What follows belongs to an exercise in optimizing a design on an open flow for small area; a production flow would make more cautious choices. Where RTL was checked, it was by simulation tests only, not by an equivalence proof against the original. No activity file was given, so power comes from the tool's default toggle rates.

==> run a <==
==> flow/design.v (excerpt) <==
module io_memory_bridge (
    input  logic                             clock,
    input  logic                             reset,
    input  logic [iomem_pkg::ADDR_W-1:0]     wb_adr_i,
    input  logic [3:0]                       wb_sel_i,
    input  logic                             wb_we_i,
    input  logic                             wb_cyc_i,
    input  logic                             wb_stb_i,
    input  logic [iomem_pkg::DATA_W-1:0]     wb_dat_i,
    output logic                             wb_ack_o,
    output logic [iomem_pkg::DATA_W-1:0]     wb_dat_o,
    output logic [iomem_pkg::ADDR_W-1:0]     mem_addr_o,
    output logic [iomem_pkg::DATA_W-1:0]     mem_data_o,
    output logic [iomem_pkg::NUM_BANKS-1:0]  mem_we_o,
    output logic                             mem_gl_en_o,
    input  logic [iomem_pkg::DATA_W-1:0]     mem_rdata_i,
    input  logic [iomem_pkg::HALF_W-1:0]     arq_n_i,
    output logic [iomem_pkg::HALF_W-1:0]     tx_len_o,
    output logic [iomem_pkg::HALF_W-1:0]     total_packets_o
);
export LEC_CHECK = 0
export CAP_MARGIN = 20
export CORE_MARGIN = 2
export CORE_UTILIZATION = 40
export GPL_TIMING_DRIVEN = 0
export SLEW_MARGIN = 20
export SYNTH_HIERARCHICAL = 1
create_clock -name core_clock -period 7.5 [get_ports {clock}]
standard.sh (not shown) runs the stock make flow with config.mk's settings and CLKGATE_MAP_FILE= SYNTH_SCRIPT=/design/flow/synth_recipe.tcl, a recipe that flattens the netlist after the stock synthesis.
==> flow/flow/run.sh <==
#!/bin/bash
# The standard layout, with the port buffers made from the smallest buffer
# cell and a clock tree without dummy loads. ORFS writes each step's log
# under orfs/logs; make's own output goes to make.log.
set -euo pipefail
bash standard.sh "BUFFER_PORTS_ARGS=-buffer_cell sky130_fd_sc_hd__buf_1" \
    "CTS_ARGS=-sink_clustering_enable -repair_clock_nets -dont_use_dummy_load -buf_list sky130_fd_sc_hd__clkbuf_8" \
    finish > make.log 2>&1
==> run b: changes against run a <==
--- a/flow/flow/run.sh
+++ b/flow/flow/run.sh
@@ -6,3 +6,3 @@
 bash standard.sh "BUFFER_PORTS_ARGS=-buffer_cell sky130_fd_sc_hd__buf_1" \
-    "CTS_ARGS=-sink_clustering_enable -repair_clock_nets -dont_use_dummy_load -buf_list sky130_fd_sc_hd__clkbuf_8" \
+    "CTS_ARGS=-sink_clustering_enable -repair_clock_nets -dont_use_dummy_load -buf_list sky130_fd_sc_hd__clkbuf_8 -sink_clustering_size 30 -sink_clustering_max_diameter 100" \
     finish > make.log 2>&1
==> summary of the runs <==
Non-clock buffer count is the same in run a and run b.
In area after synthesis, run b and run a do not differ.
Hold slack is the same in run a and run b.
In design area, run b and run a do not differ.
In worst setup slack, run b and run a do not differ.
Wire length is the same in run a and run b.
In synthesized cell count, run b and run a do not differ.
In critical path depth, run a and run b do not differ.
In final cell count, run b and run a do not differ.
No functional check of the RTL was part of any run of this note.

========
==> inputs of v8 <==
Another version of the RTL of io_memory_bridge (not shown whole).
==> flow/design.v (excerpt) <==
module io_memory_bridge (
    input  logic                             clock,
    input  logic                             reset,
    input  logic [iomem_pkg::ADDR_W-1:0]     wb_adr_i,
    input  logic [3:0]                       wb_sel_i,
    input  logic                             wb_we_i,
    input  logic                             wb_cyc_i,
    input  logic                             wb_stb_i,
    input  logic [iomem_pkg::DATA_W-1:0]     wb_dat_i,
    output logic                             wb_ack_o,
    output logic [iomem_pkg::DATA_W-1:0]     wb_dat_o,
    output logic [iomem_pkg::ADDR_W-1:0]     mem_addr_o,
    output logic [iomem_pkg::DATA_W-1:0]     mem_data_o,
    output logic [iomem_pkg::NUM_BANKS-1:0]  mem_we_o,
    output logic                             mem_gl_en_o,
    input  logic [iomem_pkg::DATA_W-1:0]     mem_rdata_i,
    input  logic [iomem_pkg::HALF_W-1:0]     arq_n_i,
    output logic [iomem_pkg::HALF_W-1:0]     tx_len_o,
    output logic [iomem_pkg::HALF_W-1:0]     total_packets_o
);
export LEC_CHECK = 0
export CAP_MARGIN = 20
export CORE_MARGIN = 2
export CORE_UTILIZATION = 40
export GPL_TIMING_DRIVEN = 1
export PLACE_DENSITY = 0.8
export SLEW_MARGIN = 20
export SYNTH_HIERARCHICAL = 1
create_clock -name core_clock -period 7.5 [get_ports {clock}]
==> flow/flow/run.sh <==
#!/bin/bash
# The standard layout, with the port buffers made from the smallest buffer
# cell and a clock tree without dummy loads. ORFS writes each step's log
# under orfs/logs; make's own output goes to make.log.
set -euo pipefail
bash standard.sh "BUFFER_PORTS_ARGS=-buffer_cell sky130_fd_sc_hd__buf_1" \
    "CTS_ARGS=-sink_clustering_enable -repair_clock_nets -dont_use_dummy_load -root_buf sky130_fd_sc_hd__clkbuf_8 -buf_list sky130_fd_sc_hd__clkbuf_4" \
    finish > make.log 2>&1
==> v12: changes against v8 <==
--- a/flow/design.v
+++ b/flow/design.v
@@ -754,70 +754,70 @@
     iomem_c7 u_m321 (offset[8], m320, m321);
     iomem_c12 u_m322 (m319, offset[8], m322);
     iomem_c12 u_m323 (m322, m312, m323);
     iomem_c7 u_m324 (offset[9], m323, m324);
     iomem_c12 u_m325 (m322, offset[9], m325);
     iomem_c12 u_m326 (m325, m312, m326);
     iomem_c7 u_m327 (offset[10], m326, m327);
-    iomem_c12 u_m328 (m325, offset[10], m328);
-    iomem_c12 u_m329 (m328, m312, m329);
-    iomem_c7 u_m330 (offset[11], m329, m330);
-    iomem_c13 u_m331 (offset[11], m329, m331);
-    iomem_c7 u_m332 (offset[12], m331, m332);
-    iomem_c8 u_m333 (offset[11], offset[12], m333);
-    iomem_c4 u_m334 (m333, m329, m334);
+    iomem_c13 u_m328 (offset[10], m326, m328);
+    iomem_c7 u_m329 (offset[11], m328, m329);
+    iomem_c8 u_m330 (offset[10], offset[11], m330);
+    iomem_c4 u_m331 (m330, m326, m331);
+    iomem_c5 u_m332 (offset[12], m331, m332);
+    iomem_c12 u_m333 (m330, offset[12], m333);
+    iomem_c4 u_m334 (m333, m326, m334);
     iomem_c5 u_m335 (offset[13], m334, m335);
     iomem_c12 u_m336 (m333, offset[13], m336);
-    iomem_c4 u_m337 (m336, m329, m337);
+    iomem_c4 u_m337 (m336, m326, m337);
     iomem_c5 u_m338 (offset[14], m337, m338);
     iomem_c12 u_m339 (m336, offset[14], m339);
-    iomem_c4 u_m340 (m339, m329, m340);
+    iomem_c4 u_m340 (m339, m326, m340);
     iomem_c5 u_m341 (offset[15], m340, m341);
-    iomem_c12 u_m342 (m339, offset[15], m342);
-    iomem_c4 u_m343 (m342, m329, m343);
-    iomem_c5 u_m344 (offset[16], m343, m344);
-    iomem_c12 u_m345 (m342, offset[16], m345);
-    iomem_c4 u_m346 (m345, m329, m346);
-    iomem_c5 u_m347 (offset[17], m346, m347);
-    iomem_c8 u_m348 (offset[17], m346, m348);
+    iomem_c8 u_m342 (offset[15], m340, m342);
+    iomem_c7 u_m343 (offset[16], m342, m343);
+    iomem_c8 u_m344 (offset[15], offset[16], m344);
+    iomem_c12 u_m345 (m344, m340, m345);
+    iomem_c7 u_m346 (offset[17], m345, m346);
+    iomem_c12 u_m347 (m344, offset[17], m347);
+    iomem_c12 u_m348 (m347, m340, m348);
     iomem_c7 u_m349 (offset[18], m348, m349);
-    iomem_c8 u_m350 (offset[17], offset[18], m350);
-    iomem_c12 u_m351 (m350, m346, m351);
+    iomem_c12 u_m350 (m347, offset[18], m350);
+    iomem_c12 u_m351 (m350, m340, m351);
     iomem_c7 u_m352 (offset[19], m351, m352);
     iomem_c12 u_m353 (m350, offset[19], m353);
-    iomem_c12 u_m354 (m353, m346, m354);
+    iomem_c12 u_m354 (m353, m340, m354);
     iomem_c7 u_m355 (offset[20], m354, m355);
-    iomem_c12 u_m356 (m353, offset[20], m356);
-    iomem_c12 u_m357 (m356, m346, m357);
-    iomem_c7 u_m358 (offset[21], m357, m358);
-    iomem_c12 u_m359 (m356, offset[21], m359);
-    iomem_c12 u_m360 (m359, m346, m360);
-    iomem_c7 u_m361 (offset[22], m360, m361);
-    iomem_c12 u_m362 (m359, offset[22], m362);
-    iomem_c12 u_m363 (m362, m346, m363);
-    iomem_c7 u_m364 (offset[23], m363, m364);
-    iomem_c13 u_m365 (offset[23], m363, m365);
-    iomem_c7 u_m366 (offset[24], m365, m366);
-    iomem_c8 u_m367 (offset[23], offset[24], m367);
-    iomem_c4 u_m368 (m367, m363, m368);
+    iomem_c13 u_m356 (offset[20], m354, m356);
+    iomem_c7 u_m357 (offset[21], m356, m357);
+    iomem_c8 u_m358 (offset[20], offset[21], m358);
+    iomem_c4 u_m359 (m358, m354, m359);
+    iomem_c5 u_m360 (offset[22], m359, m360);
+    iomem_c12 u_m361 (m358, offset[22], m361);
+    iomem_c4 u_m362 (m361, m354, m362);
+    iomem_c5 u_m363 (offset[23], m362, m363);
+    iomem_c12 u_m364 (m361, offset[23], m364);
+    iomem_c4 u_m365 (m364, m354, m365);
+    iomem_c5 u_m366 (offset[24], m365, m366);
+    iomem_c12 u_m367 (m364, offset[24], m367);
+    iomem_c4 u_m368 (m367, m354, m368);
     iomem_c5 u_m369 (offset[25], m368, m369);
-    iomem_c12 u_m370 (m367, offset[25], m370);
-    iomem_c4 u_m371 (m370, m363, m371);
-    iomem_c5 u_m372 (offset[26], m371, m372);
-    iomem_c12 u_m373 (m370, offset[26], m373);
-    iomem_c4 u_m374 (m373, m363, m374);
-    iomem_c5 u_m375 (offset[27], m374, m375);
-    iomem_c12 u_m376 (m373, offset[27], m376);
-    iomem_c4 u_m377 (m376, m363, m377);
-    iomem_c5 u_m378 (offset[28], m377, m378);
-    iomem_c12 u_m379 (m376, offset[28], m379);
-    iomem_c4 u_m380 (m379, m363, m380);
-    iomem_c5 u_m381 (offset[29], m380, m381);
-    iomem_c8 u_m382 (offset[29], m380, m382);
-    assign off_bias = {m381, m378, m375, m372, m369, m366, m364, m361, m358, m355, m352, m349, m347, m344, m341, m338, m335, m332, m330, m327, m324, m321, m318, m315, m313, m311, m309, m307, ~offset[1], offset[0]};
+    iomem_c8 u_m370 (offset[25], m368, m370);
+    iomem_c7 u_m371 (offset[26], m370, m371);
+    iomem_c8 u_m372 (offset[25], offset[26], m372);
+    iomem_c12 u_m373 (m372, m368, m373);
+    iomem_c7 u_m374 (offset[27], m373, m374);
+    iomem_c12 u_m375 (m372, offset[27], m375);
+    iomem_c12 u_m376 (m375, m368, m376);
+    iomem_c7 u_m377 (offset[28], m376, m377);
+    iomem_c12 u_m378 (m375, offset[28], m378);
+    iomem_c12 u_m379 (m378, m368, m379);
+    iomem_c7 u_m380 (offset[29], m379, m380);
+    iomem_c12 u_m381 (m378, offset[29], m381);
+    iomem_c12 u_m382 (m381, m368, m382);
+    assign off_bias = {m380, m377, m374, m371, m369, m366, m363, m360, m357, m355, m352, m349, m346, m343, m341, m338, m335, m332, m329, m327, m324, m321, m318, m315, m313, m311, m309, m307, ~offset[1], offset[0]};
     logic [31:0] add_x;
     logic [26:0] add_y;
     logic [31:0] add_s;
     logic m383;
     logic m384;
     logic m385;
     logic m386;
==> qor summary <==
| quantity | v8 | v12 |
|---|---|---|
| Status | no timing/DRC/antenna violations | no timing/DRC/antenna violations |
| Grt met2 use | 38.6% | 38.2% |
| Switching share of power | 29.9% | 30.0% |
| Largest fanout of any net on the critical path | 7 | 6 |
| Clk power | 0.000334 W | 0.000337 W |
| Clock Power Share | 27.6% | 27.8% |
| Post-Route WL | 32600 um | 32400 um |
| Post-Synthesis Cells | 1231 | 1230 |
| Static Leakage | 3.58 nW | 3.56 nW |
| Post-synthesis share of cell area spent on full adders, half adders and majority gates | 16.9% | 16.9% |
| Clock network area share | 1.08% | 1.08% |
| Placed wire-length estimate | 25900 um | 25500 um |
| Cell area after technology mapping | 10900 um2 | 10900 um2 |
| Area of the multi-input gates | 7930 um2 | 7930 um2 |
| Portion of the post-synthesis area used by sequential elements | 24.8% | 24.8% |
| Worst-case setup slack after placement | 0.164 ns | 0.173 ns |
| Met1 Use GR | 27.6% | 28.3% |
| Endpoint of the worst register-to-register path | offset[25] | offset[29] |
| Tightest Pin Transition | 1.14 ns | 1.11 ns |
| Worst relative slew slack | 24.0% | 26.2% |
| Via count | 9681 | 9616 |
No functional check of the RTL was part of v8.

========
==> trial 43 <==
Starting RTL as in the previous note.
==> flow/design.v (excerpt) <==
module io_memory_bridge (
    input  logic                             clock,
    input  logic                             reset,
    input  logic [iomem_pkg::ADDR_W-1:0]     wb_adr_i,
    input  logic [3:0]                       wb_sel_i,
    input  logic                             wb_we_i,
    input  logic                             wb_cyc_i,
    input  logic                             wb_stb_i,
    input  logic [iomem_pkg::DATA_W-1:0]     wb_dat_i,
    output logic                             wb_ack_o,
    output logic [iomem_pkg::DATA_W-1:0]     wb_dat_o,
    output logic [iomem_pkg::ADDR_W-1:0]     mem_addr_o,
    output logic [iomem_pkg::DATA_W-1:0]     mem_data_o,
    output logic [iomem_pkg::NUM_BANKS-1:0]  mem_we_o,
    output logic                             mem_gl_en_o,
    input  logic [iomem_pkg::DATA_W-1:0]     mem_rdata_i,
    input  logic [iomem_pkg::HALF_W-1:0]     arq_n_i,
    output logic [iomem_pkg::HALF_W-1:0]     tx_len_o,
    output logic [iomem_pkg::HALF_W-1:0]     total_packets_o
);
Settings: LEC_CHECK=0, CAP_MARGIN=20, CORE_MARGIN=2, CORE_UTILIZATION=40, GPL_TIMING_DRIVEN=0, PLACE_DENSITY=0.8, SLEW_MARGIN=20, SYNTH_HIERARCHICAL=1; clock period 7.5 ns.
Scripts as last shown in full above: flow/flow/run.sh
==> inputs of build 29, as changes to trial 43 <==
--- a/flow/design.v
+++ b/flow/design.v
@@ -754,70 +754,70 @@
     iomem_c7 u_m321 (offset[8], m320, m321);
     iomem_c12 u_m322 (m319, offset[8], m322);
     iomem_c12 u_m323 (m322, m312, m323);
     iomem_c7 u_m324 (offset[9], m323, m324);
     iomem_c12 u_m325 (m322, offset[9], m325);
     iomem_c12 u_m326 (m325, m312, m326);
     iomem_c7 u_m327 (offset[10], m326, m327);
-    iomem_c12 u_m328 (m325, offset[10], m328);
-    iomem_c12 u_m329 (m328, m312, m329);
-    iomem_c7 u_m330 (offset[11], m329, m330);
-    iomem_c13 u_m331 (offset[11], m329, m331);
-    iomem_c7 u_m332 (offset[12], m331, m332);
-    iomem_c8 u_m333 (offset[11], offset[12], m333);
-    iomem_c4 u_m334 (m333, m329, m334);
+    iomem_c13 u_m328 (offset[10], m326, m328);
+    iomem_c7 u_m329 (offset[11], m328, m329);
+    iomem_c8 u_m330 (offset[10], offset[11], m330);
+    iomem_c4 u_m331 (m330, m326, m331);
+    iomem_c5 u_m332 (offset[12], m331, m332);
+    iomem_c12 u_m333 (m330, offset[12], m333);
+    iomem_c4 u_m334 (m333, m326, m334);
     iomem_c5 u_m335 (offset[13], m334, m335);
     iomem_c12 u_m336 (m333, offset[13], m336);
-    iomem_c4 u_m337 (m336, m329, m337);
+    iomem_c4 u_m337 (m336, m326, m337);
     iomem_c5 u_m338 (offset[14], m337, m338);
     iomem_c12 u_m339 (m336, offset[14], m339);
-    iomem_c4 u_m340 (m339, m329, m340);
+    iomem_c4 u_m340 (m339, m326, m340);
     iomem_c5 u_m341 (offset[15], m340, m341);
-    iomem_c12 u_m342 (m339, offset[15], m342);
-    iomem_c4 u_m343 (m342, m329, m343);
-    iomem_c5 u_m344 (offset[16], m343, m344);
-    iomem_c12 u_m345 (m342, offset[16], m345);
-    iomem_c4 u_m346 (m345, m329, m346);
-    iomem_c5 u_m347 (offset[17], m346, m347);
-    iomem_c8 u_m348 (offset[17], m346, m348);
+    iomem_c8 u_m342 (offset[15], m340, m342);
+    iomem_c7 u_m343 (offset[16], m342, m343);
+    iomem_c8 u_m344 (offset[15], offset[16], m344);
+    iomem_c12 u_m345 (m344, m340, m345);
+    iomem_c7 u_m346 (offset[17], m345, m346);
+    iomem_c12 u_m347 (m344, offset[17], m347);
+    iomem_c12 u_m348 (m347, m340, m348);
     iomem_c7 u_m349 (offset[18], m348, m349);
-    iomem_c8 u_m350 (offset[17], offset[18], m350);
-    iomem_c12 u_m351 (m350, m346, m351);
+    iomem_c12 u_m350 (m347, offset[18], m350);
+    iomem_c12 u_m351 (m350, m340, m351);
     iomem_c7 u_m352 (offset[19], m351, m352);
     iomem_c12 u_m353 (m350, offset[19], m353);
-    iomem_c12 u_m354 (m353, m346, m354);
+    iomem_c12 u_m354 (m353, m340, m354);
     iomem_c7 u_m355 (offset[20], m354, m355);
-    iomem_c12 u_m356 (m353, offset[20], m356);
-    iomem_c12 u_m357 (m356, m346, m357);
-    iomem_c7 u_m358 (offset[21], m357, m358);
-    iomem_c12 u_m359 (m356, offset[21], m359);
-    iomem_c12 u_m360 (m359, m346, m360);
-    iomem_c7 u_m361 (offset[22], m360, m361);
-    iomem_c12 u_m362 (m359, offset[22], m362);
-    iomem_c12 u_m363 (m362, m346, m363);
-    iomem_c7 u_m364 (offset[23], m363, m364);
-    iomem_c13 u_m365 (offset[23], m363, m365);
-    iomem_c7 u_m366 (offset[24], m365, m366);
-    iomem_c8 u_m367 (offset[23], offset[24], m367);
-    iomem_c4 u_m368 (m367, m363, m368);
+    iomem_c13 u_m356 (offset[20], m354, m356);
+    iomem_c7 u_m357 (offset[21], m356, m357);
+    iomem_c8 u_m358 (offset[20], offset[21], m358);
+    iomem_c4 u_m359 (m358, m354, m359);
+    iomem_c5 u_m360 (offset[22], m359, m360);
+    iomem_c12 u_m361 (m358, offset[22], m361);
+    iomem_c4 u_m362 (m361, m354, m362);
+    iomem_c5 u_m363 (offset[23], m362, m363);
+    iomem_c12 u_m364 (m361, offset[23], m364);
+    iomem_c4 u_m365 (m364, m354, m365);
+    iomem_c5 u_m366 (offset[24], m365, m366);
+    iomem_c12 u_m367 (m364, offset[24], m367);
+    iomem_c4 u_m368 (m367, m354, m368);
     iomem_c5 u_m369 (offset[25], m368, m369);
-    iomem_c12 u_m370 (m367, offset[25], m370);
-    iomem_c4 u_m371 (m370, m363, m371);
-    iomem_c5 u_m372 (offset[26], m371, m372);
-    iomem_c12 u_m373 (m370, offset[26], m373);
-    iomem_c4 u_m374 (m373, m363, m374);
-    iomem_c5 u_m375 (offset[27], m374, m375);
-    iomem_c12 u_m376 (m373, offset[27], m376);
-    iomem_c4 u_m377 (m376, m363, m377);
-    iomem_c5 u_m378 (offset[28], m377, m378);
-    iomem_c12 u_m379 (m376, offset[28], m379);
-    iomem_c4 u_m380 (m379, m363, m380);
-    iomem_c5 u_m381 (offset[29], m380, m381);
-    iomem_c8 u_m382 (offset[29], m380, m382);
-    assign off_bias = {m381, m378, m375, m372, m369, m366, m364, m361, m358, m355, m352, m349, m347, m344, m341, m338, m335, m332, m330, m327, m324, m321, m318, m315, m313, m311, m309, m307, ~offset[1], offset[0]};
+    iomem_c8 u_m370 (offset[25], m368, m370);
+    iomem_c7 u_m371 (offset[26], m370, m371);
+    iomem_c8 u_m372 (offset[25], offset[26], m372);
+    iomem_c12 u_m373 (m372, m368, m373);
+    iomem_c7 u_m374 (offset[27], m373, m374);
+    iomem_c12 u_m375 (m372, offset[27], m375);
+    iomem_c12 u_m376 (m375, m368, m376);
+    iomem_c7 u_m377 (offset[28], m376, m377);
+    iomem_c12 u_m378 (m375, offset[28], m378);
+    iomem_c12 u_m379 (m378, m368, m379);
+    iomem_c7 u_m380 (offset[29], m379, m380);
+    iomem_c12 u_m381 (m378, offset[29], m381);
+    iomem_c12 u_m382 (m381, m368, m382);
+    assign off_bias = {m380, m377, m374, m371, m369, m366, m363, m360, m357, m355, m352, m349, m346, m343, m341, m338, m335, m332, m329, m327, m324, m321, m318, m315, m313, m311, m309, m307, ~offset[1], offset[0]};
     logic [31:0] add_x;
     logic [26:0] add_y;
     logic [31:0] add_s;
     logic m383;
     logic m384;
     logic m385;
     logic m386;
==> notes <==
- Between build 29 and trial 43, the lower setup slack is in build 29 (gap 0.076 ns).
- In core utilization, trial 43 and build 29 hardly differ.
- Register-to-register slack: trial 43 is worse than build 29 (0.16 ns).
- Of build 29 and trial 43, trial 43 has the higher fmax (gap about 1%, measured against trial 43).
- Count of clock-buffer cells in the layout is the same in trial 43 and build 29.
- Against build 29, the via count of trial 43 is lower by about 1.1%.
- Against build 29, the non-clock buffer count of trial 43 is lower by 5.
- Clock skew: trial 43 is higher than build 29 (0.025 ns).
- Against build 29, the global-route usage of trial 43 is lower by 0.14 points.
- In critical path depth, build 29 and trial 43 do not differ.
==> figures <==
item	trial 43	build 29
Status	finished clean	finished clean
Maximum resistive drop on vdd	0.110 mV	0.126 mV
Combinational Power Share	18.4%	18.3%
Largest net degree at the start of global routing	36	41
Fraction of final layout cells with drive strength greater than 1	10.5%	10.7%
Met1 GRT Util	27.2%	27.3%
NonClk Buf Share	10.0%	10.2%
Drt total wl	32.3 mm	32.7 mm
Final critical-path setup slack	0.372 ns	0.297 ns
Portion of netlist area occupied by mux cells	12.5%	12.6%
Area enclosed by the die boundary	0.0286 sq mm	0.0286 sq mm
Power per cell area	94.7 mW/mm^2	95.1 mW/mm^2
Cell leakage power	3.65 nW	3.65 nW
Multi-input combinational cell area	0.00801 sq mm	0.00797 sq mm
Actual transition at the worst max-transition pin	1.03 ns	1.10 ns
Initial antenna violation count	0	1
Met2 wire length	15.7 mm	16.0 mm
GRT met3 Usage	4.09%	4.96%
Overall fraction of global-route tracks in use	22.7%	22.8%
Proportion of cell area occupied by registers	21.4%	21.4%
Delay of the slowest cell on the worst path	0.40 ns	0.41 ns
For trial 43, only the layout was checked, not whether the RTL still works.

## separate check: timing with driven ports
No port has a modelled driver above. Below, the same layouts with a new extraction and two added sets of constraints.
Step 1 (the two cells are an assumption about what drives the block):
set clk [get_ports {clock}]
set_driving_cell -lib_cell sky130_fd_sc_hd__clkbuf_16 $clk
set_driving_cell -lib_cell sky130_fd_sc_hd__buf_2 [delete_from_list [all_inputs] $clk]
Step 2, shift: input delay + t, output delay - t, t = (earliest + latest rising clock arrival at the registers) / 2. This alone moves slack from input paths to output paths.
a / b / c = ideal ports / drivers / drivers and shift; a / b = the first two.
run | t (ns) | setup WS [ns] | worst setup path at the end | slew at the worst register clock pin (ns) | pins driven straight from the clock port
run a | 0.478 | 0.323 / 0.344 / -0.133 | input to register | 0.10 / 0.10 | 1
run b | 0.478 | 0.323 / 0.344 / -0.133 | input to register | 0.10 / 0.10 | 1
v8 | 0.453 | 0.488 / 0.446 / 0.088 | input to register | 0.13 / 0.13 | 1
v12 | 0.457 | 0.418 / 0.378 / 0.087 | input to register | 0.11 / 0.11 | 1
trial 43 | 0.444 | 0.372 / 0.342 / 0.084 | input to register | 0.12 / 0.12 | 1
build 29 | 0.451 | 0.297 / 0.272 / -0.055 | input to register | 0.12 / 0.12 | 1
Met with ideal ports but missed after step 2: setup timing in run a, run b and build 29.
